Context: an optimization exercise on an open-source flow, tuned for small area. The choices shown serve that exercise and are no tape-out recipe.
The RTL was checked by simulation tests, not by an equivalence proof against the original design.
No activity file was given, so power comes from the tool's default toggle rates.

== exp/pepper ==
Design max_unpool, start of the top module:
module max_unpool #(
    parameter  int unsigned DATA_WIDTH = 16,
    parameter  int unsigned IN_SIZE    = 4,
    localparam int unsigned OUT_SIZE   = 2 * IN_SIZE,
    localparam int unsigned CNT_W      = $clog2(IN_SIZE * IN_SIZE + 1)
) (
    input  logic                                         clk,
    input  logic                                         reset,
    input  logic                                         en,
    input  logic                                         in_valid,
    input  logic [DATA_WIDTH-1:0]                        in_data,
    input  logic [1:0]                                   in_idx,
    output logic                                         in_ready,
    output logic [OUT_SIZE*OUT_SIZE*DATA_WIDTH-1:0]      ofmap,
    output logic                                         done_unpool
);
    localparam int unsigned BEATS = IN_SIZE * IN_SIZE;
    logic [CNT_W-1:0] count_q;
    logic             accept_c;
  ...
==> flow/config.mk <==
export PLATFORM = sky130hd
export DESIGN_NAME = max_unpool
export DESIGN_NICKNAME = max_unpool
export VERILOG_FILES = /design/flow/design.v
export SDC_FILE = /design/flow/constraint.sdc
export NUM_CORES = 4
export LEC_CHECK = 0
export ABC_AREA = 1
export CAP_MARGIN = 20
export CORE_AREA = 6 6 214 214
export DIE_AREA = 0 0 220 220
export PLACE_DENSITY = 0.45
export SLEW_MARGIN = 20
==> flow/constraint.sdc <==
create_clock -name core_clock -period 4.0 [get_ports {clk}]
set_input_delay 0.8000 -clock core_clock [delete_from_list [all_inputs] [get_ports {clk}]]
set_output_delay 0.8000 -clock core_clock [all_outputs]
set_load 0.01 [all_outputs]
standard.sh (not shown) runs the stock make flow with config.mk's settings and CLKGATE_MAP_FILE= SYNTH_SCRIPT=/design/flow/synth_recipe.tcl, a recipe that flattens the netlist after the stock synthesis.
==> flow/flow/run.sh <==
#!/bin/bash
# The standard layout, with each port buffered by the smallest buffer cell, pins one track
# apart, and a clock tree of small buffers in larger clusters, without dummy loads.
set -euo pipefail
bash standard.sh finish \
  BUFFER_PORTS_ARGS="-buffer_cell sky130_fd_sc_hd__buf_1" \
  PLACE_PINS_ARGS="-min_distance 1 -min_distance_in_tracks" \
  CTS_ARGS="-sink_clustering_enable -repair_clock_nets -dont_use_dummy_load -sink_clustering_size 30 -sink_clustering_max_diameter 60 -buf_list {sky130_fd_sc_hd__clkbuf_8 sky130_fd_sc_hd__clkbuf_16}" \
  > flow_make.log 2>&1
exp/pepper reached the final stage; the timing, design-rule and antenna checks on its layout passed.
Here is what was changed in the inputs of exp/yarrow compared with exp/pepper.
Settings: CORE_AREA now 10 10 390 390, was 6 6 214 214; DIE_AREA now 0 0 400 400, was 0 0 220 220; PLACE_DENSITY no longer set, was 0.45.
==> flow/run.sh (new file) <==
#!/bin/bash
# synth_recipe.tcl (not shown) runs the flow's synth.tcl, then flattens the netlist and writes it again
# the make line also repeats each setting of config.mk as NAME=value (left out here)
make -C /OpenROAD-flow-scripts/flow DESIGN_CONFIG=/design/flow/config.mk WORK_HOME=/design/flow/orfs CLKGATE_MAP_FILE= SYNTH_SCRIPT=/design/flow/synth_recipe.tcl finish
removed: flow/flow/run.sh
removed: flow/standard.sh
Findings:
- First-pass GRT wire length was lower in the run labelled exp/pepper.
- From exp/pepper to exp/yarrow the numbers moved as follows: shortest clock period the worst path allows after layout now sits higher; total placed instance area now sits higher.
- In exp/yarrow, the critical path depth came out 2 above the value in exp/pepper.
- Worst hold slack after final layout up 0.32 ns in exp/yarrow wrt exp/pepper
- In exp/yarrow relative to exp/pepper, via count of the routed design had gone up by a few percent.
- In the final design statistics, exp/yarrow uses more standard cells in total than exp/pepper.
- Clock network fraction of design power was higher in the run labelled exp/yarrow.
The following lists how exp/cedar was set up differently from exp/yarrow:
Settings: CORE_AREA changed from 10 10 390 390 to 10 10 290 290; DIE_AREA changed from 0 0 400 400 to 0 0 300 300; CTS_BUF_LIST newly set to sky130_fd_sc_hd__clkbuf_4 sky130_fd_sc_hd__clkbuf_8.
==> flow/flow/run.sh (new file) <==
#!/bin/bash
# The standard layout, with each port buffered by the smallest buffer cell.
set -euo pipefail
bash standard.sh finish BUFFER_PORTS_ARGS="-buffer_cell sky130_fd_sc_hd__buf_1" > flow_make.log 2>&1
==> flow/standard.sh (new file) <==
#!/bin/bash
# synth_recipe.tcl (not shown) runs the flow's synth.tcl, then flattens the netlist and writes it again
# the make line also repeats each setting of config.mk as NAME=value (left out here)
make -C /OpenROAD-flow-scripts/flow DESIGN_CONFIG=/design/flow/config.mk WORK_HOME=/design/flow/orfs CLKGATE_MAP_FILE= SYNTH_SCRIPT=/design/flow/synth_recipe.tcl "${@:-finish}"
removed: flow/run.sh
==> run summary <==
Placed wire-length estimate after detailed placement went down by more than 10% going from exp/yarrow to exp/cedar.
The lower routed wire length of exp/cedar and exp/yarrow is in exp/cedar.
Measured against each other, exp/cedar and exp/yarrow differ in logic depth of the worst setup path including buffers, the lower figure coming from exp/cedar.
Comparing exp/yarrow with exp/cedar, the post-layout net count came out essentially unchanged.
Looking at total routed wire length on the met1 layer, exp/cedar sits 28% lower than exp/yarrow does.
In the flow results for exp/cedar and exp/yarrow, the clock power is larger on exp/yarrow.
exp/cedar — final cell count 18% lower, exp/yarrow as reference
Re clock network latency to the later pin of the worst-skew pair: exp/cedar and exp/yarrow aren't equal, and the lower value belongs to exp/yarrow.
The following lists how exp/onyx was set up differently from exp/cedar:
Settings: changing CORE_AREA from 10 10 290 290 to 5 5 205 205; removing CTS_BUF_LIST (formerly sky130_fd_sc_hd__clkbuf_4 sky130_fd_sc_hd__clkbuf_8); changing DIE_AREA from 0 0 300 300 to 0 0 210 210; setting PLACE_DENSITY to 0.5 for the first time.
==> flow/flow/run.sh <==
#!/bin/bash
# The standard layout, with each port buffered by the smallest buffer cell, pins one track
# apart, and a clock tree of small buffers in larger clusters, without dummy loads.
set -euo pipefail
bash standard.sh finish \
  BUFFER_PORTS_ARGS="-buffer_cell sky130_fd_sc_hd__buf_1" \
  PLACE_PINS_ARGS="-min_distance 1 -min_distance_in_tracks" \
  CTS_ARGS="-sink_clustering_enable -repair_clock_nets -dont_use_dummy_load -sink_clustering_size 16 -sink_clustering_max_diameter 60 -buf_list {sky130_fd_sc_hd__clkbuf_4 sky130_fd_sc_hd__clkbuf_8}" \
  > flow_make.log 2>&1
[compare] base=exp/cedar new=exp/onyx: core utilization now larger, non-clock buffer area fraction after layout now larger, maximum frequency now larger, placer congestion estimate now larger, met1 global-route usage now larger.
Summary — final worst-path cycle share, exp/onyx relative to exp/cedar: lower, by 2.0 points.
The setup slack of exp/onyx is larger than that of exp/cedar.
Cell count, exp/onyx vs exp/cedar: down by more than 10%
NOTE routed wire length exp/cedar->exp/onyx decreased by more than a quarter


Starting RTL as in the previous note.
Settings: LEC_CHECK=0, CAP_MARGIN=20, CORE_AREA=10 10 390 390, DIE_AREA=0 0 400 400, SLEW_MARGIN=20; clock period 4.0 ns.
run.sh (not shown) runs the stock make flow with config.mk's settings and CLKGATE_MAP_FILE= SYNTH_SCRIPT=/design/flow/synth_recipe.tcl, a recipe that flattens the netlist after the stock synthesis.
Stock flow here: none of the scripts above is used.
Then changed:
==> flow/flow/run.sh (new file) <==
#!/bin/bash
# The standard layout, with each port buffered by the smallest buffer cell and a clock tree
# of small buffers in larger clusters, without dummy loads.
set -euo pipefail
bash standard.sh finish \
  BUFFER_PORTS_ARGS="-buffer_cell sky130_fd_sc_hd__buf_1" \
  CTS_ARGS="-sink_clustering_enable -repair_clock_nets -dont_use_dummy_load -sink_clustering_size 16 -sink_clustering_max_diameter 60 -buf_list {sky130_fd_sc_hd__clkbuf_4 sky130_fd_sc_hd__clkbuf_8}" \
  > flow_make.log 2>&1
==> flow/standard.sh (new file) <==
#!/bin/bash
# synth_recipe.tcl (not shown) runs the flow's synth.tcl, then flattens the netlist and writes it again
# the make line also repeats each setting of config.mk as NAME=value (left out here)
make -C /OpenROAD-flow-scripts/flow DESIGN_CONFIG=/design/flow/config.mk WORK_HOME=/design/flow/orfs CLKGATE_MAP_FILE= SYNTH_SCRIPT=/design/flow/synth_recipe.tcl "${@:-finish}"
--- a/flow/config.mk
+++ b/flow/config.mk
@@ -6,6 +6,7 @@
 export NUM_CORES = 4
 export LEC_CHECK = 0
+export ABC_AREA = 1
 export CAP_MARGIN = 20
-export CORE_AREA = 10 10 390 390
-export DIE_AREA = 0 0 400 400
+export CORE_AREA = 10 10 290 290
+export DIE_AREA = 0 0 300 300
 export SLEW_MARGIN = 20
removed: flow/run.sh
Result: The changed run completed with no timing, DRC or antenna violations; power drops by 29%; combinational power drops by 42%; wire length drops by about 25%; register-to-register slack improves by 30 ps.


== build 6 ==
max_unpool again, from the RTL that the note above started with.
Design max_unpool, start of the top module:
module max_unpool #(
    parameter  int unsigned DATA_WIDTH = 16,
    parameter  int unsigned IN_SIZE    = 4,
    localparam int unsigned OUT_SIZE   = 2 * IN_SIZE,
    localparam int unsigned CNT_W      = $clog2(IN_SIZE * IN_SIZE + 1)
) (
    input  logic                                         clk,
    input  logic                                         reset,
    input  logic                                         en,
    input  logic                                         in_valid,
    input  logic [DATA_WIDTH-1:0]                        in_data,
    input  logic [1:0]                                   in_idx,
    output logic                                         in_ready,
    output logic [OUT_SIZE*OUT_SIZE*DATA_WIDTH-1:0]      ofmap,
    output logic                                         done_unpool
);
Settings: LEC_CHECK=0, ABC_AREA=1, CAP_MARGIN=20, CORE_AREA=6 6 214 214, DIE_AREA=0 0 220 220, SLEW_MARGIN=20; clock period 4.0 ns.
standard.sh (not shown) runs the stock make flow with config.mk's settings and CLKGATE_MAP_FILE= SYNTH_SCRIPT=/design/flow/synth_recipe.tcl, a recipe that flattens the netlist after the stock synthesis.
==> flow/flow/run.sh <==
#!/bin/bash
# The standard layout, with each port buffered by the smallest buffer cell, pins one track
# apart, and a clock tree of small buffers in larger clusters, without dummy loads.
set -euo pipefail
bash standard.sh finish \
  BUFFER_PORTS_ARGS="-buffer_cell sky130_fd_sc_hd__buf_1" \
  PLACE_PINS_ARGS="-min_distance 1 -min_distance_in_tracks" \
  CTS_ARGS="-sink_clustering_enable -repair_clock_nets -dont_use_dummy_load -sink_clustering_size 16 -sink_clustering_max_diameter 60 -buf_list {sky130_fd_sc_hd__clkbuf_4 sky130_fd_sc_hd__clkbuf_8}" \
  > flow_make.log 2>&1
Inputs modified between build 6 and build 76:
Settings: DIE_AREA now 0 0 300 300, was 0 0 220 220; SLEW_MARGIN now 0, was 20; CAP_MARGIN now 0, was 20; CORE_AREA now 10 10 290 290, was 6 6 214 214.
==> flow/flow/run.sh <==
#!/bin/bash
# The standard layout, with each port buffered by the smallest buffer cell and a clock tree
# of small buffers in larger clusters, without dummy loads.
set -euo pipefail
bash standard.sh finish \
  BUFFER_PORTS_ARGS="-buffer_cell sky130_fd_sc_hd__buf_1" \
  CTS_ARGS="-sink_clustering_enable -repair_clock_nets -dont_use_dummy_load -sink_clustering_size 16 -sink_clustering_max_diameter 60 -buf_list {sky130_fd_sc_hd__clkbuf_4 sky130_fd_sc_hd__clkbuf_8}" \
  > flow_make.log 2>&1
## What came out
For the fraction of power consumed by combinational cells, build 76 came in 1.0 points higher than build 6 did.
Number of non-filler instances in the completed layout up 505 in build 76 wrt build 6
Build 76: PASS, flow complete, no timing, DRC or antenna violations
As of build 76, total die area had risen by more than half compared to build 6.
From build 6 to build 76 the numbers moved as follows: worst slack at placement saw a decrease; clock-pin slew of the registers on the worst-case setup and hold paths about even; instance count on the critical path level.
Here is what was changed in the inputs of build 22 compared with build 76.
Settings: a change of CORE_AREA from 10 10 290 290 to 6 6 214 214; a change of SLEW_MARGIN from 0 to 20; a change of DIE_AREA from 0 0 300 300 to 0 0 220 220; a change of CAP_MARGIN from 0 to 20; an added PLACE_DENSITY of 0.45.
==> flow/flow/run.sh <==
#!/bin/bash
# The standard layout, with each port buffered by the smallest buffer cell, pins one track
# apart, and a clock tree of small buffers in larger clusters, without dummy loads.
set -euo pipefail
bash standard.sh finish \
  BUFFER_PORTS_ARGS="-buffer_cell sky130_fd_sc_hd__buf_1" \
  PLACE_PINS_ARGS="-min_distance 1 -min_distance_in_tracks" \
  CTS_ARGS="-sink_clustering_enable -repair_clock_nets -dont_use_dummy_load -sink_clustering_size 20 -sink_clustering_max_diameter 50 -buf_list {sky130_fd_sc_hd__clkbuf_4 sky130_fd_sc_hd__clkbuf_8}" \
  > flow_make.log 2>&1
## What came out
Looking at placed instance area, build 22 sits about 4% lower than build 76 does.
Total power draw went down by a few percent going from build 76 to build 22.
Number of diodes down 3 in build 22 wrt build 76
Higher area added between synthesis and finish was reported by build 76, not build 22.
Number of port buffers came out exactly the same in build 22 and build 76.
Changes in build 92 relative to build 22:
Settings: changing CORE_AREA from 6 6 214 214 to 10 10 390 390; removing PLACE_DENSITY (formerly 0.45); changing DIE_AREA from 0 0 220 220 to 0 0 400 400.
==> flow/flow/run.sh <==
#!/bin/bash
# The standard layout, with each port buffered by the smallest buffer cell.
set -euo pipefail
bash standard.sh finish BUFFER_PORTS_ARGS="-buffer_cell sky130_fd_sc_hd__buf_1" > flow_make.log 2>&1
Results
- Build 92 | status: complete | timing, DRC, antenna: pass
- Total leakage power: build 92 > build 22
- Going from build 22 to build 92, layout buffer count excluding clock buffers went up, global-route usage went down, critical path depth went down, proportion of cell area occupied by registers went down.

[static timing again, ports no longer ideal]
In the flow no input, the clock included, has a driving cell. The finished layouts below were timed again as built, in two steps.
Step 1, drivers: a clkbuf_16 drives clk and a buf_2 each remaining input, both assumed.
Step 2, shift: input delay + t, output delay - t, t = (earliest + latest rising clock arrival at the registers) / 2. This alone moves slack from input paths to output paths.
Three values: ideal, step 1, step 2; two values: the first two.
run	t (ns)	slack for setup (ns)	worst hold slack (ns)	slew at the worst register clock pin (ns)	cell pins on the clock port's net
exp/pepper	0.572	0.250 / 0.188 / 0.760	0.177 / 0.190 / 0.571	0.09 / 0.09	1
exp/yarrow	0.649	0.153 / 0.089 / 0.738	0.497 / 0.534 / 0.573	0.07 / 0.07	1
exp/cedar	0.667	0.085 / 0.030 / 0.698	0.157 / 0.172 / 0.590	0.07 / 0.07	1
exp/onyx	0.597	0.166 / 0.119 / 0.716	0.125 / 0.139 / 0.577	0.10 / 0.10	1
the first run of note 2	0.643	0.071 / 0.009 / 0.652	0.446 / 0.475 / 0.523	0.07 / 0.07	1
the second run of note 2	0.671	0.089 / 0.034 / 0.706	0.144 / 0.165 / 0.605	0.10 / 0.10	1
build 6	0.617	0.182 / 0.131 / 0.748	0.109 / 0.124 / 0.579	0.10 / 0.10	1
build 76	0.670	0.084 / 0.029 / 0.700	0.144 / 0.161 / 0.600	0.10 / 0.10	1
build 22	0.621	0.142 / 0.087 / 0.707	0.087 / 0.098 / 0.571	0.12 / 0.12	1
build 92	0.671	0.217 / 0.158 / 0.829	0.144 / 0.178 / 0.585	0.08 / 0.08	1
After both steps setup and hold are still met in every run listed.
